This design comes from an exercise in tuning for small area and a short achievable clock period on the open sky130 flow, not from production work. The RTL was checked by simulation tests, not by an equivalence proof against the original design.

run A:
==> flow/design.v (excerpt) <==
module spi_ram_burst #(
    parameter int MEM_DEPTH  = 256,
    parameter int ADDR_SIZE  = 8,
    parameter int DATA_WIDTH = 8,
    parameter bit AUTO_INC   = 1'b1
) (
    input  logic                  clk,
    input  logic                  rst_n,
    input  logic [DATA_WIDTH+1:0] din,
    input  logic                  rx_valid,
    input  logic                  tx_ready,
    output logic [DATA_WIDTH-1:0] dout,
    output logic                  tx_valid,
    output logic                  busy,
    output logic                  cmd_drop
);
Size: about 4800 cells after synthesis, roughly 2400 flip-flops.
Settings: LEC_CHECK=0, CAP_MARGIN=5, CORE_MARGIN=2, CORE_UTILIZATION=56, CTS_CLUSTER_DIAMETER=75, CTS_CLUSTER_SIZE=24, PLACE_DENSITY=0.7, SETUP_SLACK_MARGIN=1.8, SLEW_MARGIN=5; clock period 4.0 ns.
run.sh (not shown) runs the stock make flow with config.mk's settings and CLKGATE_MAP_FILE= SYNTH_SCRIPT=/design/flow/synth_recipe.tcl, a recipe that flattens the netlist after the stock synthesis.
Every stage of the flow completed for run A, and the final layout passed the timing, DRC and antenna checks.
The inputs of run B differ from those of run A as listed below.
# run A
export LEC_CHECK = 0
export CAP_MARGIN = 5
export CORE_MARGIN = 2
export CORE_UTILIZATION = 56
export CTS_CLUSTER_DIAMETER = 75
export CTS_CLUSTER_SIZE = 24
export PLACE_DENSITY = 0.7
export SETUP_SLACK_MARGIN = 1.8
export SLEW_MARGIN = 5
create_clock -name core_clock -period 4.0 [get_ports {clk}]
# run B
export LEC_CHECK = 0
export CAP_MARGIN = 5
export CORE_MARGIN = 2
export CORE_UTILIZATION = 50
export CTS_CLUSTER_DIAMETER = 75
export CTS_CLUSTER_SIZE = 24
export PLACE_DENSITY = 0.65
export SETUP_SLACK_MARGIN = 1.55
export SLEW_MARGIN = 5
create_clock -name core_clock -period 4.0 [get_ports {clk}]
==> comparison <==
Going from run A to run B, final setup slack of the worst path shrinks by 96 ps.
Run B: height of the die is 5.8% higher than what run A reported.
Run B has tightest hold margin above what run A had.
Run B vs run A — total wire length after detailed routing dropped about 6.5%.
Delta(area overhead of the layout relative to synthesis, run B - run A) < 0
On area used by sequential logic in the layout, run B tracks run A almost exactly.
Non-clock buffer total of the final layout for run B: 242 down relative to run A
[inputs] run C vs run B
# run B
export LEC_CHECK = 0
export CAP_MARGIN = 5
export CORE_MARGIN = 2
export CORE_UTILIZATION = 50
export CTS_CLUSTER_DIAMETER = 75
export CTS_CLUSTER_SIZE = 24
export PLACE_DENSITY = 0.65
export SETUP_SLACK_MARGIN = 1.55
export SLEW_MARGIN = 5
create_clock -name core_clock -period 4.0 [get_ports {clk}]
# run C
export LEC_CHECK = 0
export CAP_MARGIN = 5
export CORE_MARGIN = 2
export CORE_UTILIZATION = 60
export CTS_CLUSTER_DIAMETER = 75
export CTS_CLUSTER_SIZE = 24
export PLACE_DENSITY = 0.72
export SETUP_SLACK_MARGIN = 1.55
export SLEW_MARGIN = 5
create_clock -name core_clock -period 4.0 [get_ports {clk}]
[summary]
- Looking at global-route usage across run B and run C, the one that comes out higher is run C.
- The final reports for run C and run B show half-perimeter wire length after detailed placement lower in the former.
- Taking run B as the reference point, the utilization of run C rises by 11 points.
- Run C vs run B, instance count: run C lower
- Count of clock-buffer cells in the layout (run C / run B): 1.06

========
Setup of exp/onyx:
The RTL this note starts from:
==> flow/design.v <==
module spi_ram_burst #(
    parameter int MEM_DEPTH  = 256,
    parameter int ADDR_SIZE  = 8,
    parameter int DATA_WIDTH = 8,
    parameter bit AUTO_INC   = 1'b1
) (
    input  logic                  clk,
    input  logic                  rst_n,
    input  logic [DATA_WIDTH+1:0] din,
    input  logic                  rx_valid,
    input  logic                  tx_ready,
    output logic [DATA_WIDTH-1:0] dout,
    output logic                  tx_valid,
    output logic                  busy,
    output logic                  cmd_drop
);
    localparam int NCP = 4;   
    logic [1:0] opcode;
    logic [7:0] payload;
    assign opcode  = din[9:8];
    assign payload = din[7:0];
    function automatic logic [15:0] dec4(input logic [3:0] a);
        dec4 = 16'd1 << a;
    endfunction
    logic        rd_mode, more;
    logic        txv_q, busy_q, dmode_q;    
    logic        drop_q;
    logic [7:0]  remaining;
    logic [7:0]  write_address;
    logic [15:0] ra_hi;                     
    logic [7:0]  dout_q;
    logic cmd_waddr, cmd_wdata, cmd_read, hs, hs_more;
    assign cmd_waddr = !rd_mode && rx_valid && (opcode == 2'b00);
    assign cmd_wdata = !rd_mode && rx_valid && (opcode == 2'b01);
    assign cmd_read  = !rd_mode && rx_valid && (opcode == 2'b11);
    assign hs        = rd_mode && tx_ready;
    assign hs_more   = more && tx_ready;
    logic        rd_mode_c [NCP];
    logic        more_c    [NCP];
    logic [15:0] ra_lo     [NCP];
    logic [15:0] lo_next   [NCP];
    logic        ra_inc_c  [NCP];
    for (genvar c = 0; c < NCP; c++) begin : g_ctl
        logic raddr, rdcmd, inc;
        assign raddr = !rd_mode_c[c] && rx_valid && (opcode == 2'b10);
        assign rdcmd = !rd_mode_c[c] && rx_valid && (opcode == 2'b11);
        assign inc   = rdcmd || (more_c[c] && tx_ready);
        assign ra_inc_c[c] = inc;
        assign lo_next[c] = raddr ? dec4(payload[3:0])
                          : inc   ? {ra_lo[c][14:0], ra_lo[c][15]}
                          :         ra_lo[c];
        always_ff @(posedge clk or negedge rst_n) begin
            if (!rst_n) begin
                rd_mode_c[c] <= 1'b0;
                more_c[c]    <= 1'b0;
                ra_lo[c]     <= 16'd1;
            end else begin
                ra_lo[c] <= lo_next[c];
                if (rdcmd) begin
                    rd_mode_c[c] <= 1'b1;
                    more_c[c]    <= (payload != 8'd0);
                end else if (more_c[c] && tx_ready) begin
                    more_c[c]    <= (remaining != 8'd1);
                end else if (rd_mode_c[c] && tx_ready) begin
                    rd_mode_c[c] <= 1'b0;
                end
            end
        end
    end
    logic [15:0] pw_lo, pw_hi;    
    logic [7:0]  pw_data;
    logic        pw_en;
    logic [15:0] pp_lo, pp_hi;
    logic [7:0]  pp_data;
    logic        pp_en;
    always_ff @(posedge clk) begin
        pw_lo   <= dec4(write_address[3:0]);
        pw_hi   <= cmd_wdata ? dec4(write_address[7:4]) : 16'd0;
        pw_en   <= cmd_wdata;
        pw_data <= payload;
        pp_lo   <= pw_lo;
        pp_hi   <= pw_hi;
        pp_en   <= pw_en;
        pp_data <= pw_data;
    end
    logic [7:0] mem [256];
    for (genvar w = 0; w < 256; w++) begin : g_word
        always_ff @(posedge clk) begin
            if (pw_hi[w / 16] && pw_lo[w % 16]) mem[w] <= pw_data;
        end
    end
    logic [7:0] grp [16];
    for (genvar i = 0; i < 16; i++) begin : g_grp
        logic [7:0] sel;
        always_comb begin
            sel = '0;
            for (int j = 0; j < 16; j++)
                sel = sel | (mem[16 * i + j] & {8{lo_next[i / (16 / NCP)][j]}});
        end
        always_ff @(posedge clk) grp[i] <= sel;
    end
    logic [7:0] rd_arr;
    always_comb begin
        rd_arr = '0;
        for (int i = 0; i < 16; i++)
            rd_arr = rd_arr | (grp[i] & {8{ra_hi[i]}});
    end
    logic byp_w, byp_p;
    assign byp_w = pw_en && |(pw_lo & ra_lo[0]) && |(pw_hi & ra_hi);
    assign byp_p = pp_en && |(pp_lo & ra_lo[0]) && |(pp_hi & ra_hi);
    logic [7:0] rd_word;
    assign rd_word = byp_w ? pw_data : byp_p ? pp_data : rd_arr;
    logic dout_ld, dout_hold;
    assign dout_ld   = !rd_mode || tx_ready;
    assign dout_hold = dmode_q && !tx_ready;
    always_ff @(posedge clk) begin
        dout_q <= (rd_word & {8{dout_ld}}) | (dout_q & {8{dout_hold}});
    end
    always_ff @(posedge clk or negedge rst_n) begin
        if (!rst_n) begin
            rd_mode       <= 1'b0;
            more          <= 1'b0;
            txv_q         <= 1'b0;
            busy_q        <= 1'b0;
            dmode_q       <= 1'b0;
            drop_q        <= 1'b0;
            remaining     <= '0;
            write_address <= '0;
            ra_hi         <= 16'd1;
        end else begin
            drop_q <= rd_mode && rx_valid;
            if (cmd_read) rd_mode <= 1'b1;
            else if (hs && !more) rd_mode <= 1'b0;
            if (cmd_read) txv_q <= 1'b1;
            else if (txv_q && tx_ready && !more) txv_q <= 1'b0;
            if (cmd_read) busy_q <= 1'b1;
            else if (busy_q && tx_ready && !more) busy_q <= 1'b0;
            if (cmd_read) dmode_q <= 1'b1;
            else if (dmode_q && tx_ready && !more) dmode_q <= 1'b0;
            if (cmd_read) begin
                remaining <= payload;
                more      <= (payload != 8'd0);
            end else if (hs_more) begin
                remaining <= remaining - 1'b1;
                more      <= (remaining != 8'd1);
            end
            if (cmd_waddr) write_address <= payload;
            else if (cmd_wdata) write_address <= write_address + 1'b1;
            if (!rd_mode && rx_valid && (opcode == 2'b10)) ra_hi <= dec4(payload[7:4]);
            else if (ra_inc_c[0] && ra_lo[0][15]) ra_hi <= {ra_hi[14:0], ra_hi[15]};
        end
    end
    assign dout     = dout_q;
    assign tx_valid = txv_q;
    assign busy     = busy_q;
    assign cmd_drop = drop_q;
endmodule
clock: 4.0 ns
lec_check: 0
cap_margin: 5
core_margin: 2
core_utilization: 56
cts_cluster_diameter: 75
cts_cluster_size: 24
place_density: 0.7
setup_slack_margin: 1.4
slew_margin: 5
Edits applied to the flow inputs when going from exp/onyx to exp/quartz:
- swapping 1.4 for 1.8 in SETUP_SLACK_MARGIN
- swapping 0.7 for 0.65 in PLACE_DENSITY
- swapping 56 for 50 in CORE_UTILIZATION
==> run summary <==
- Multiplexer share of the synthesized area came out exactly the same in exp/onyx and exp/quartz.
- In exp/quartz, worst-path maximum fanout is lower than in exp/onyx.
- Summary — peak per-stage delay on the critical path, exp/quartz relative to exp/onyx: lower, by 0.21 ns.
- Compared to exp/onyx, exp/quartz has total routed wirelength 29000 um higher.
- Cell depth of the worst flop-to-flop path was lower in the run labelled exp/onyx.
- Lower total global routing track utilization was reported by exp/quartz, not exp/onyx.
What exp/lagoon does differently from exp/quartz at the input level:
- changing SETUP_SLACK_MARGIN from 1.8 to 1.55
- changing CORE_UTILIZATION from 50 to 56
- changing PLACE_DENSITY from 0.65 to 0.7
[summary]
The final layout from exp/lagoon, which completed every stage, passed the timing, DRC and antenna checks at the end of the flow. Per the comparison of exp/lagoon with exp/quartz, slew at the pin with the worst max-slew slack now smaller; number of remaining DRC errors was more or less identical; total length of routed met2 wires went down by about 10%; area overhead of the layout relative to synthesis dropped 8.0 points; multi-input combinational area share fell 0.64 points. Summary of exp/lagoon over exp/quartz: number of tap cells added at floorplan shrank by 280; setup slack lost 0.061 ns; final instance area fell by about 6.6%; number of standard cells in the layout, taps in and fillers out decreased about 8%; die area saw a decrease. Diff exp/quartz and exp/lagoon: row count lower in exp/lagoon.

port drivers added, routing unchanged:
How much do the figures lean on ideal ports? The routed layouts below were timed once more, with nothing changed but the port constraints.
Step 1 assumes that a clkbuf_16 drives the clock port and a buf_2 every other input.
Step 2 moves the port delays by t, midway between the first and last clock arrival at a register: inputs arrive t later, outputs are due t later. That takes back most of the time a late clock gives input paths.
a / b / c = ideal ports / drivers / drivers and shift; a / b = the first two.
run	shift t [ns]	setup WS [ns]	worst slew at a driven data input, ns
run A	0.862	1.560 / 1.560 / 0.812	0.05
run B	0.889	1.464 / 1.486 / 0.597	0.13
run C	0.847	1.478 / 1.478 / 0.685	0.14
exp/onyx	0.841	1.347 / 1.346 / 0.572	0.11
exp/quartz	0.897	1.569 / 1.569 / 0.741	0.13
exp/lagoon	0.857	1.508 / 1.525 / 0.690	0.05
After both steps setup and hold are still met in every run listed. For run B, which loses most, drivers alone change the setup slack by +0.022 ns; drivers and shift together by -0.867 ns.
